Background: an optimization exercise with open tools, aiming at small area, a short achievable clock period and few clock cycles per item. Do not read the settings as production practice. At most, simulation tests tie the RTL to the original design; equivalence was not proved.

==> v36 <==
==> flow/design.v <==
package odss_pkg;
    localparam int SIDE_W = 5;                           
    localparam int IN_W   = 48;                          
    localparam int OUT_W  = 24;                          
    localparam logic [4:0] SIDE_RESET = 5'd4;              
    localparam logic [1023:0] T_WTS = 1024'h84218421428428427a59bc6384848484216379a58426842657842157000000004214214224242424342134210000000021212121000000000000000000000000;
    function automatic logic [31:0] f_wts(input logic [4:0] n);
        f_wts = T_WTS[32*n +: 32];
    endfunction
    localparam logic [287:0] T_SCALE = 288'h80c06030180c06030180c06030180c0603017131554913d194a441190943411050140402;
    function automatic logic [8:0] f_scale(input logic [4:0] n);
        f_scale = T_SCALE[9*n +: 9];
    endfunction
    localparam logic [319:0] T_SCALE3 = 320'hc0f03c0f03c0f03c0f03c0f03c0f03c0f03c0f03a9a4f7f9b35b92f3d8c32586f138330780f01806;
    function automatic logic [9:0] f_scale3(input logic [4:0] n);
        f_scale3 = T_SCALE3[10*n +: 10];
    endfunction
    localparam logic [255:0] T_HALF = 256'h80808080808080808080808080808080716255483d32292019120d0805020101;
    function automatic logic [7:0] f_half(input logic [4:0] n);
        f_half = T_HALF[8*n +: 8];
    endfunction
    localparam logic [2047:0] T_KIDX = 2048'he1e0dfdedddcdbdad9d8d7d6d5d4d3d2e2a9a8a7a6a5a4a3a2a1a09f9e9d9cd1e3aa797877767574737271706f6e9bd0e4ab7a51504f4e4d4c4b4a49486d9acfe5ac7b5231302f2e2d2c2b2a476c99cee6ad7c533219181716151429466b98cde7ae7d54331a090807061328456a97cce8af7e55341b0a0100051227446996cbe9b07f56351c0b0203041126436895caeab18057361d0c0d0e0f1025426794c9ebb28158371e1f2021222324416693c8ecb3825938393a3b3c3d3e3f406592c7edb4835a5b5c5d5e5f606162636491c6eeb58485868788898a8b8c8d8e8f90c5efb6b7b8b9babbbcbdbebfc0c1c2c3c4f0f1f2f3f4f5f6f7f8f9fafbfcfdfeff;
    function automatic logic [7:0] f_kidx(input logic [7:0] ab);
        f_kidx = T_KIDX[8*ab +: 8];
    endfunction
endpackage
module odss_front #(
    parameter int QD = 4
) (
    input  logic        i_clk,
    input  logic        i_rst_n,
    input  logic        i_pix_in,
    output logic        o_s_tready,
    input  logic        i_pv,
    input  logic [3:0]  i_pd,
    output logic        o_m_tvalid,
    input  logic        i_m_tready,
    output logic [23:0] o_m_tdata,
    output logic [0:0]  o_m_tuser
);
    localparam int CW = $clog2(QD + 2);
    logic          r_rdy;
    logic [CW-1:0] r_cred;       
    logic [CW-1:0] w_cred;
    logic          r_ov;
    logic [3:0]    r_od;
    logic [3:0]    r_q [QD];
    logic [CW-1:0] r_qn;
    logic [CW-1:0] w_qn;         
    logic          w_pop;
    logic          w_load;
    assign w_pop  = r_ov && i_m_tready;
    assign w_load = !r_ov || i_m_tready;
    assign w_cred = r_cred + CW'(i_pix_in) - CW'(w_pop);
    assign w_qn   = (w_load && r_qn != '0) ? r_qn - CW'(1) : r_qn;
    always_ff @(posedge i_clk) begin
        if (!i_rst_n) begin
            r_cred <= '0;
            r_rdy  <= 1'b1;
            r_ov   <= 1'b0;
            r_qn   <= '0;
        end else begin
            r_cred <= w_cred;
            r_rdy  <= (w_cred != CW'(QD + 1));
            if (w_load) begin
                r_ov <= (r_qn != '0) || i_pv;
            end
            r_qn <= w_qn + CW'(i_pv && !(w_load && r_qn == '0));
        end
    end
    always_ff @(posedge i_clk) begin
        if (w_load) begin
            r_od <= (r_qn != '0) ? r_q[0] : i_pd;
        end
        for (int i = 0; i < QD; i++) begin
            if (w_load && r_qn != '0) begin
                if (CW'(i) + CW'(1) < r_qn) begin
                    r_q[i] <= (i + 1 < QD) ? r_q[(i + 1) % QD] : i_pd;
                end else if (CW'(i) + CW'(1) == r_qn) begin
                    r_q[i] <= i_pd;
                end
            end else if (!w_load && CW'(i) == r_qn) begin
                r_q[i] <= i_pd;
            end
        end
    end
    assign o_s_tready = r_rdy;
    assign o_m_tvalid = r_ov;
    assign o_m_tdata  = {{8{r_od[2]}}, {8{r_od[1]}}, {8{r_od[0]}}};
    assign o_m_tuser  = r_od[3];
endmodule
module odss_back (
    input  logic        i_clk,
    input  logic        i_rst_n,
    input  logic [4:0]  i_cfg,      
    input  logic        i_beat,
    input  logic        i_mode,
    input  logic [47:0] i_data,
    output logic        o_pv,
    output logic [3:0]  o_pd        
);
    function automatic logic [6:0] f_wsum(input logic [11:0] x,
                                          input logic [31:0] wts);
        logic [6:0] s;
        s = {3'd0, x[3:0]};
        for (int i = 4; i < 12; i++) begin
            s = s + (x[i] ? {3'd0, wts[4*(i-4) +: 4]} : 7'd0);
        end
        f_wsum = s;
    endfunction
    function automatic logic [6:0] f_rsub(input logic [6:0] s,
                                          input logic [4:0] n,
                                          input int         k);
        logic [7:0] d;
        d = {1'b0, s >> k} - {3'b0, n};
        f_rsub = d[7] ? s : 7'((d[6:0] << k) | (s & 7'((1 << k) - 1)));
    endfunction
    function automatic logic f_lt(input logic [6:0] a, input logic [6:0] b);
        logic l;
        l = 1'b0;
        for (int i = 0; i < 7; i++) begin
            l = (~a[i] & b[i]) | ((~a[i] | b[i]) & l);
        end
        f_lt = l;
    endfunction
    function automatic logic f_lt8(input logic [7:0] a, input logic [7:0] b);
        logic l;
        l = 1'b0;
        for (int i = 0; i < 8; i++) begin
            l = (~a[i] & b[i]) | ((~a[i] | b[i]) & l);
        end
        f_lt8 = l;
    endfunction
    logic        r1_v, r1_pix;
    logic [11:0] r1_x, r1_y;
    logic [7:0]  r1_c [3];
    logic [4:0]  r_sn;
    logic [8:0]  r_s1;           
    logic [9:0]  r_s3;           
    logic [31:0] r_wts;          
    logic        r_sb;
    logic        r2_v, r2_b;
    logic [4:0]  r2_n;
    logic [6:0]  r2_sx, r2_sy;
    logic [7:0]  r2_ph [3];
    logic [2:0]  r2_e;
    logic        r3_v, r3_b;
    logic [4:0]  r3_n;
    logic [5:0]  r3_sx, r3_sy;
    logic [7:0]  r3_t [3];
    logic        r4_v, r4_b;
    logic [4:0]  r4_n;
    logic [7:0]  r4_m;           
    logic [7:0]  r4_t [3];
    logic [31:0] w_wts;
    logic [9:0]  w_m [4];
    logic [15:0] w_p [3];
    logic [15:0] w_pp [3][4];
    logic [6:0]  w_sx3, w_sy3, w_sx4, w_sy4;
    logic [4:0]  w_sn_nx;
    logic [4:0]  w_nm1;
    logic [3:0]  w_kx0, w_kx1, w_ky0, w_ky1;
    logic        w_gx, w_gy;
    logic [7:0]  w_ab;
    logic [7:0]  w_k;
    logic [7:0]  w_half;
    logic        w_u;
    logic [7:0]  w_hb [3];
    always_ff @(posedge i_clk) begin
        if (!i_rst_n) begin
            r1_v <= 1'b0;
            r2_v <= 1'b0;
            r3_v <= 1'b0;
            r4_v <= 1'b0;
            r_sb <= 1'b0;
        end else begin
            r1_v <= i_beat;
            r2_v <= r1_v && r1_pix;
            r3_v <= r2_v;
            r4_v <= r3_v;
            if (r1_v && !r1_pix) begin
                r_sb <= 1'b1;
            end
        end
    end
    always_ff @(posedge i_clk) begin
        if (r1_v && !r1_pix) begin
            r_sn <= i_cfg;
        end
    end
    assign w_sn_nx = (r1_v && !r1_pix) ? i_cfg : r_sn;
    always_ff @(posedge i_clk) begin
        r_s1  <= odss_pkg::f_scale(w_sn_nx);
        r_s3  <= odss_pkg::f_scale3(w_sn_nx);
        r_wts <= odss_pkg::f_wts(w_sn_nx);
    end
    always_ff @(posedge i_clk) begin
        r1_pix  <= i_mode;
        r1_x    <= i_data[11:0];
        r1_y    <= i_data[23:12];
        r1_c[0] <= i_data[31:24];
        r1_c[1] <= i_data[39:32];
        r1_c[2] <= i_data[47:40];
    end
    assign w_wts   = r_wts;
    assign w_m[0]  = '0;
    assign w_m[1]  = {1'b0, r_s1};
    assign w_m[2]  = {r_s1, 1'b0};
    assign w_m[3]  = r_s3;
    always_comb begin
        for (int j = 0; j < 3; j++) begin
            for (int i = 0; i < 4; i++) begin
                w_pp[j][i] = 16'(w_m[r1_c[j][2*i +: 2]]) << (2 * i);
            end
            w_p[j] = w_pp[j][0] + w_pp[j][1] + w_pp[j][2] + w_pp[j][3];
        end
    end
    always_ff @(posedge i_clk) begin
        r2_b  <= r_sb;
        r2_n  <= r_sn;
        r2_sx <= f_wsum(r1_x, w_wts);
        r2_sy <= f_wsum(r1_y, w_wts);
        for (int j = 0; j < 3; j++) begin
            r2_ph[j] <= w_p[j][15:8];
            r2_e[j]  <= (r1_c[j] == 8'd128) && r_sn[0];
        end
    end
    assign w_sx3 = f_rsub(f_rsub(r2_sx, r2_n, 3), r2_n, 2);
    assign w_sy3 = f_rsub(f_rsub(r2_sy, r2_n, 3), r2_n, 2);
    always_ff @(posedge i_clk) begin
        r3_b  <= r2_b;
        r3_n  <= r2_n;
        r3_sx <= w_sx3[5:0];
        r3_sy <= w_sy3[5:0];
        for (int j = 0; j < 3; j++) begin
            r3_t[j] <= r2_ph[j] - 8'(r2_e[j]);
        end
    end
    assign w_sx4 = f_rsub({1'b0, r3_sx}, r3_n, 1);
    assign w_sy4 = f_rsub({1'b0, r3_sy}, r3_n, 1);
    assign w_nm1 = r3_n - 5'd1;
    assign w_kx0 = r3_n[4:1] + 4'd8;                  
    assign w_kx1 = r3_n[3:0] + r3_n[4:1] + 4'd8;      
    assign w_ky0 = w_nm1[4:1] + 4'd9;                 
    assign w_ky1 = r3_n[3:0] + w_nm1[4:1] + 4'd9;     
    assign w_gx  = !f_lt(w_sx4, {2'b0, r3_n});
    assign w_gy  = !f_lt(w_sy4, {2'b0, r3_n});
    assign w_ab  = {w_sx4[3:0] - (w_gx ? w_kx1 : w_kx0),
                    w_sy4[3:0] - (w_gy ? w_ky1 : w_ky0)};
    always_ff @(posedge i_clk) begin
        r4_b  <= r3_b;
        r4_n  <= r3_n;
        r4_m  <= w_ab;
        for (int j = 0; j < 3; j++) begin
            r4_t[j] <= r3_t[j];
        end
    end
    assign w_k   = odss_pkg::f_kidx(r4_m);
    assign w_half = odss_pkg::f_half(r4_n);
    assign w_u    = f_lt8(w_k, w_half);
    assign o_pv = r4_v;
    always_comb begin
        o_pd[3] = r4_b;
        for (int j = 0; j < 3; j++) begin
            w_hb[j] = w_half + {1'b0, r4_t[j][7:1]};
            o_pd[j] = r4_b && (f_lt8(w_k, {1'b0, r4_t[j][7:1]})
                               || (r4_t[j][0] && w_k == {1'b0, r4_t[j][7:1]})
                               || (!w_u && f_lt8(w_k, w_hb[j])));
        end
    end
endmodule
module ordered_dither_spiral_screen_unit (
    input  logic                          i_clk,
    input  logic                          i_rst_n,
    input  logic                          i_cfg_valid,
    output logic                          o_cfg_ready,
    input  logic [odss_pkg::SIDE_W-1:0]   i_cfg_data,     
    input  logic                          s_axis_tvalid,
    output logic                          s_axis_tready,
    input  logic [odss_pkg::IN_W-1:0]     s_axis_tdata,
    input  logic [0:0]                    s_axis_tuser,   
    output logic                          m_axis_tvalid,
    input  logic                          m_axis_tready,
    output logic [odss_pkg::OUT_W-1:0]    m_axis_tdata,
    output logic [0:0]                    m_axis_tuser    
);
    logic [4:0] r_cfg;           
    logic       w_beat;
    logic       w_pix_in;
    logic       w_pv;
    logic [3:0] w_pd;
    assign o_cfg_ready = 1'b1;
    always_ff @(posedge i_clk) begin
        if (!i_rst_n) begin
            r_cfg <= odss_pkg::SIDE_RESET;
        end else if (i_cfg_valid) begin
            if (i_cfg_data == '0) begin
                r_cfg <= 5'd1;
            end else if (i_cfg_data > 5'd16) begin
                r_cfg <= 5'd16;
            end else begin
                r_cfg <= i_cfg_data;
            end
        end
    end
    assign w_beat   = s_axis_tvalid && s_axis_tready;
    assign w_pix_in = w_beat && s_axis_tuser[0];
    odss_back u_back (
        .i_clk    (i_clk),
        .i_rst_n  (i_rst_n),
        .i_cfg    (r_cfg),
        .i_beat   (w_beat),
        .i_mode   (s_axis_tuser[0]),
        .i_data   (s_axis_tdata),
        .o_pv     (w_pv),
        .o_pd     (w_pd)
    );
    odss_front #(.QD(5)) u_out (
        .i_clk      (i_clk),
        .i_rst_n    (i_rst_n),
        .i_pix_in   (w_pix_in),
        .o_s_tready (s_axis_tready),
        .i_pv       (w_pv),
        .i_pd       (w_pd),
        .o_m_tvalid (m_axis_tvalid),
        .i_m_tready (m_axis_tready),
        .o_m_tdata  (m_axis_tdata),
        .o_m_tuser  (m_axis_tuser)
    );
endmodule
==> flow/flow/run.sh <==
#!/bin/bash
set -euo pipefail
bash standard.sh SETUP_SLACK_MARGIN=6.0 \
    "BUFFER_PORTS_ARGS=-buffer_cell sky130_fd_sc_hd__buf_1" \
    "CTS_ARGS=-sink_clustering_enable -repair_clock_nets -dont_use_dummy_load -buf_list sky130_fd_sc_hd__clkbuf_8 -sink_clustering_size 25 -sink_clustering_max_diameter 50" \
    finish > layout.log 2>&1
==> flow/standard.sh <==
#!/bin/bash
# synth_recipe.tcl (not shown) runs the flow's synth.tcl, then flattens the netlist and writes it again
# the make line also repeats each setting of config.mk as NAME=value (left out here)
make -C /OpenROAD-flow-scripts/flow DESIGN_CONFIG=/design/flow/config.mk WORK_HOME=/design/flow/orfs CLKGATE_MAP_FILE= SYNTH_SCRIPT=/design/flow/synth_recipe.tcl "${@:-finish}"
==> flow/config.mk <==
export PLATFORM = sky130hd
export DESIGN_NAME = ordered_dither_spiral_screen_unit
export DESIGN_NICKNAME = ordered_dither_spiral_screen_unit
export VERILOG_FILES = /design/flow/design.v
export SDC_FILE = /design/flow/constraint.sdc
export NUM_CORES = 4
export LEC_CHECK = 0
export ABC_AREA = 1
export CAP_MARGIN = 20
export CORE_MARGIN = 2
export CORE_UTILIZATION = 55
export GPL_ROUTABILITY_DRIVEN = 0
export PLACE_DENSITY = 0.7
export SLEW_MARGIN = 20
==> flow/constraint.sdc <==
create_clock -name core_clock -period 10.0 [get_ports {i_clk}]
set_input_delay 2.0000 -clock core_clock [delete_from_list [all_inputs] [get_ports {i_clk}]]
set_output_delay 2.0000 -clock core_clock [all_outputs]
set_load 0.01 [all_outputs]
==> v10: changes against v36 <==
--- a/flow/design.v
+++ b/flow/design.v
@@ -7,13 +7,9 @@
     function automatic logic [31:0] f_wts(input logic [4:0] n);
         f_wts = T_WTS[32*n +: 32];
     endfunction
-    localparam logic [287:0] T_SCALE = 288'h80c06030180c06030180c06030180c0603017131554913d194a441190943411050140402;
-    function automatic logic [8:0] f_scale(input logic [4:0] n);
-        f_scale = T_SCALE[9*n +: 9];
-    endfunction
-    localparam logic [319:0] T_SCALE3 = 320'hc0f03c0f03c0f03c0f03c0f03c0f03c0f03c0f03a9a4f7f9b35b92f3d8c32586f138330780f01806;
-    function automatic logic [9:0] f_scale3(input logic [4:0] n);
-        f_scale3 = T_SCALE3[10*n +: 10];
+    localparam logic [191:0] T_VFAC = 192'he31aa4799510309184081000;
+    function automatic logic [5:0] f_vfac(input logic [4:0] n);
+        f_vfac = T_VFAC[6*n +: 6];
     endfunction
     localparam logic [255:0] T_HALF = 256'h80808080808080808080808080808080716255483d32292019120d0805020101;
     function automatic logic [7:0] f_half(input logic [4:0] n);
@@ -123,20 +119,14 @@
         end
         f_lt = l;
     endfunction
-    function automatic logic f_lt8(input logic [7:0] a, input logic [7:0] b);
-        logic l;
-        l = 1'b0;
-        for (int i = 0; i < 8; i++) begin
-            l = (~a[i] & b[i]) | ((~a[i] | b[i]) & l);
-        end
-        f_lt8 = l;
+    function automatic logic f_eq(input logic [6:0] a, input logic [6:0] b);
+        f_eq = (a == b);
     endfunction
     logic        r1_v, r1_pix;
     logic [11:0] r1_x, r1_y;
     logic [7:0]  r1_c [3];
     logic [4:0]  r_sn;
-    logic [8:0]  r_s1;           
-    logic [9:0]  r_s3;           
+    logic [5:0]  r_vf;           
     logic [31:0] r_wts;          
     logic        r_sb;
     logic        r2_v, r2_b;
@@ -150,34 +140,34 @@
     logic [7:0]  r3_t [3];
     logic        r4_v, r4_b;
     logic [4:0]  r4_n;
-    logic [7:0]  r4_m;           
+    logic [7:0]  r4_m;
     logic [7:0]  r4_t [3];
+    logic        r5_v, r5_b;
+    logic [4:0]  r5_n;
+    logic [7:0]  r5_k;
+    logic [7:0]  r5_t [3];
     logic [31:0] w_wts;
-    logic [9:0]  w_m [4];
+    logic [5:0]  w_vfac;
     logic [15:0] w_p [3];
-    logic [15:0] w_pp [3][4];
     logic [6:0]  w_sx3, w_sy3, w_sx4, w_sy4;
-    logic [4:0]  w_sn_nx;
-    logic [4:0]  w_nm1;
-    logic [3:0]  w_kx0, w_kx1, w_ky0, w_ky1;
-    logic        w_gx, w_gy;
-    logic [7:0]  w_ab;
-    logic [7:0]  w_k;
     logic [7:0]  w_half;
     logic        w_u;
-    logic [7:0]  w_hb [3];
+    logic [7:0]  w_kd;
+    logic [6:0]  w_kp;
     always_ff @(posedge i_clk) begin
         if (!i_rst_n) begin
             r1_v <= 1'b0;
             r2_v <= 1'b0;
             r3_v <= 1'b0;
             r4_v <= 1'b0;
+            r5_v <= 1'b0;
             r_sb <= 1'b0;
         end else begin
             r1_v <= i_beat;
             r2_v <= r1_v && r1_pix;
             r3_v <= r2_v;
             r4_v <= r3_v;
+            r5_v <= r4_v;
             if (r1_v && !r1_pix) begin
                 r_sb <= 1'b1;
             end
@@ -186,14 +176,10 @@
     always_ff @(posedge i_clk) begin
         if (r1_v && !r1_pix) begin
             r_sn <= i_cfg;
+            r_vf <= odss_pkg::f_vfac(i_cfg);
+            r_wts <= odss_pkg::f_wts(i_cfg);
         end
     end
-    assign w_sn_nx = (r1_v && !r1_pix) ? i_cfg : r_sn;
-    always_ff @(posedge i_clk) begin
-        r_s1  <= odss_pkg::f_scale(w_sn_nx);
-        r_s3  <= odss_pkg::f_scale3(w_sn_nx);
-        r_wts <= odss_pkg::f_wts(w_sn_nx);
-    end
     always_ff @(posedge i_clk) begin
         r1_pix  <= i_mode;
         r1_x    <= i_data[11:0];
@@ -203,16 +189,11 @@
         r1_c[2] <= i_data[47:40];
     end
     assign w_wts   = r_wts;
-    assign w_m[0]  = '0;
-    assign w_m[1]  = {1'b0, r_s1};
-    assign w_m[2]  = {r_s1, 1'b0};
-    assign w_m[3]  = r_s3;
+    assign w_vfac  = r_vf;
     always_comb begin
         for (int j = 0; j < 3; j++) begin
-            for (int i = 0; i < 4; i++) begin
-                w_pp[j][i] = 16'(w_m[r1_c[j][2*i +: 2]]) << (2 * i);
-            end
-            w_p[j] = w_pp[j][0] + w_pp[j][1] + w_pp[j][2] + w_pp[j][3];
+            w_p[j] = 16'(16'(r1_c[j]) * 16'(w_vfac) << 2)
+                   + (r_sn[0] ? 16'(r1_c[j]) << 1 : 16'(r1_c[j]));
         end
     end
     always_ff @(posedge i_clk) begin
@@ -221,7 +202,7 @@
         r2_sx <= f_wsum(r1_x, w_wts);
         r2_sy <= f_wsum(r1_y, w_wts);
         for (int j = 0; j < 3; j++) begin
-            r2_ph[j] <= w_p[j][15:8];
+            r2_ph[j] <= r_sn[4] ? r1_c[j] : w_p[j][15:8];
             r2_e[j]  <= (r1_c[j] == 8'd128) && r_sn[0];
         end
     end
@@ -236,36 +217,35 @@
             r3_t[j] <= r2_ph[j] - 8'(r2_e[j]);
         end
     end
-    assign w_sx4 = f_rsub({1'b0, r3_sx}, r3_n, 1);
-    assign w_sy4 = f_rsub({1'b0, r3_sy}, r3_n, 1);
-    assign w_nm1 = r3_n - 5'd1;
-    assign w_kx0 = r3_n[4:1] + 4'd8;                  
-    assign w_kx1 = r3_n[3:0] + r3_n[4:1] + 4'd8;      
-    assign w_ky0 = w_nm1[4:1] + 4'd9;                 
-    assign w_ky1 = r3_n[3:0] + w_nm1[4:1] + 4'd9;     
-    assign w_gx  = !f_lt(w_sx4, {2'b0, r3_n});
-    assign w_gy  = !f_lt(w_sy4, {2'b0, r3_n});
-    assign w_ab  = {w_sx4[3:0] - (w_gx ? w_kx1 : w_kx0),
-                    w_sy4[3:0] - (w_gy ? w_ky1 : w_ky0)};
+    assign w_sx4 = f_rsub(f_rsub({1'b0, r3_sx}, r3_n, 1), r3_n, 0);
+    assign w_sy4 = f_rsub(f_rsub({1'b0, r3_sy}, r3_n, 1), r3_n, 0);
     always_ff @(posedge i_clk) begin
         r4_b  <= r3_b;
         r4_n  <= r3_n;
-        r4_m  <= w_ab;
+        r4_m  <= {w_sx4[3:0], w_sy4[3:0]};
         for (int j = 0; j < 3; j++) begin
             r4_t[j] <= r3_t[j];
         end
     end
-    assign w_k   = odss_pkg::f_kidx(r4_m);
-    assign w_half = odss_pkg::f_half(r4_n);
-    assign w_u    = f_lt8(w_k, w_half);
-    assign o_pv = r4_v;
+    always_ff @(posedge i_clk) begin
+        r5_b <= r4_b;
+        r5_n <= r4_n;
+        r5_k <= odss_pkg::f_kidx({r4_m[7:4] - r4_n[4:1] + 4'd8,
+                                  r4_m[3:0] - 4'(5'(r4_n - 5'd1) >> 1) + 4'd7});
+        for (int j = 0; j < 3; j++) begin
+            r5_t[j] <= r4_t[j];
+        end
+    end
+    assign w_half = odss_pkg::f_half(r5_n);
+    assign w_u    = f_lt(r5_k[6:0], w_half[6:0]) && !r5_k[7] || w_half[7] && !r5_k[7];
+    assign w_kd   = r5_k - w_half;
+    assign w_kp   = w_u ? r5_k[6:0] : w_kd[6:0];
+    assign o_pv = r5_v;
     always_comb begin
-        o_pd[3] = r4_b;
+        o_pd[3] = r5_b;
         for (int j = 0; j < 3; j++) begin
-            w_hb[j] = w_half + {1'b0, r4_t[j][7:1]};
-            o_pd[j] = r4_b && (f_lt8(w_k, {1'b0, r4_t[j][7:1]})
-                               || (r4_t[j][0] && w_k == {1'b0, r4_t[j][7:1]})
-                               || (!w_u && f_lt8(w_k, w_hb[j])));
+            o_pd[j] = r5_b && (f_lt(w_kp, r5_t[j][7:1])
+                               || (w_u && r5_t[j][0] && f_eq(w_kp, r5_t[j][7:1])));
         end
     end
 endmodule
@@ -315,7 +295,7 @@
         .o_pv     (w_pv),
         .o_pd     (w_pd)
     );
-    odss_front #(.QD(5)) u_out (
+    odss_front #(.QD(6)) u_out (
         .i_clk      (i_clk),
         .i_rst_n    (i_rst_n),
         .i_pix_in   (w_pix_in),
==> flow/run.sh (new file) <==
#!/bin/bash
# synth_recipe.tcl (not shown) runs the flow's synth.tcl, then flattens the netlist and writes it again
# the make line also repeats each setting of config.mk as NAME=value (left out here)
make -C /OpenROAD-flow-scripts/flow DESIGN_CONFIG=/design/flow/config.mk WORK_HOME=/design/flow/orfs CLKGATE_MAP_FILE= SYNTH_SCRIPT=/design/flow/synth_recipe.tcl finish
- ABC_AREA: 1 -> default
- ABC_CLOCK_PERIOD_IN_PS: default -> 4000
- CORE_UTILIZATION: 55 -> 40
- GPL_ROUTABILITY_DRIVEN: 0 -> default
- PLACE_DENSITY: 0.7 -> 0.6
- SETUP_SLACK_MARGIN: default -> 5
removed: flow/flow/run.sh
removed: flow/standard.sh
==> results.yml <==
sta:
  finalWorstSetupSlack_ps: 6040
worst_setup_path:
  startpoint: "u_back.r_s1[8]"
final_layout:
  seq_cells: 266
  mostFrequentLayoutCells: "531 x nand2_1, 394 x inv_1, 211 x ha_1, 211 x dfxtp_1, 138 x nor2_1"
clock_tree:
  clk_latency_ps: 610
global_routing:
  grtUsageTotal: 0.254
drt:
  wl_met1_um: 19800
status:
  status: "complete, no violations"
power_and_ir_drop:
  internal_power_mw: 3.56
  p_comb_mw: 4.86
yosys:
  synth_enable_flop_cells: 24
place:
  hpwlAfterDp_um: 36000
[end of results for v36]
==> results.yml <==
final_layout:
  mostFrequentLayoutCells: "271 x inv_1, 261 x nand2_1, 241 x ha_1, 222 x dfxtp_1, 135 x fa_1"
  drive_gt1_frac: 0.0904
  top_register: "u_back.r_wts"
die:
  start_util: 0.404
yosys:
  synth_compound_area_frac: 0.122
  synth_enable_flop_cells: 66
  ys_warn_count: 10
clock_tree:
  clk_latency_ps: 540
  cts_tree: "built"
  h-tree-depth: 2
sta:
  finalWorstSetupSlack_ps: 5240
  finClkSkew_ps: 20.9
global_routing:
  grtUsageTotal: 0.176
status:
  status: "complete, no violations"
worst_setup_path:
  startpoint: "u_back.r_vf[2]"
  critical_path.endpoint: "u_back.r2_ph[1][7]"
place:
  hpwlAfterDp_um: 34900
power_and_ir_drop:
  p_comb_mw: 4.14
  power.switching_mw: 3.12
[end of results for v10]
Testbench counts of v36, summed over its fixed seeds: cycles 13,195, items 12,795.
For v10, only the layout was checked, not whether the RTL still works.

-- re-timing with driven ports --
In the flow no input, the clock included, has a driving cell. The finished layouts below were timed again as built, in two steps. Step 1: set_driving_cell puts a clkbuf_16 on i_clk and a buf_2 on each other input, an assumption about the parent block. Step 2 times the ports against the registers' clock, not the clock port: input delays grow and output delays shrink by t, the midpoint of the rising clock arrivals with the driver on. Slacks: ideal ports / drivers / drivers and shift; pairs: ideal ports / drivers.
run | t, ns | setup WS [ns] | worst hold slack (ns) | pins driven straight from the clock port
v36 | 0.609 | 6.037 / 6.037 / 6.037 | 0.304 / 0.304 / 0.304 | 1
v10 | 0.591 | 5.238 / 5.238 / 5.238 | 0.314 / 0.314 / 0.314 | 1
After both steps setup and hold are still met in every run listed.
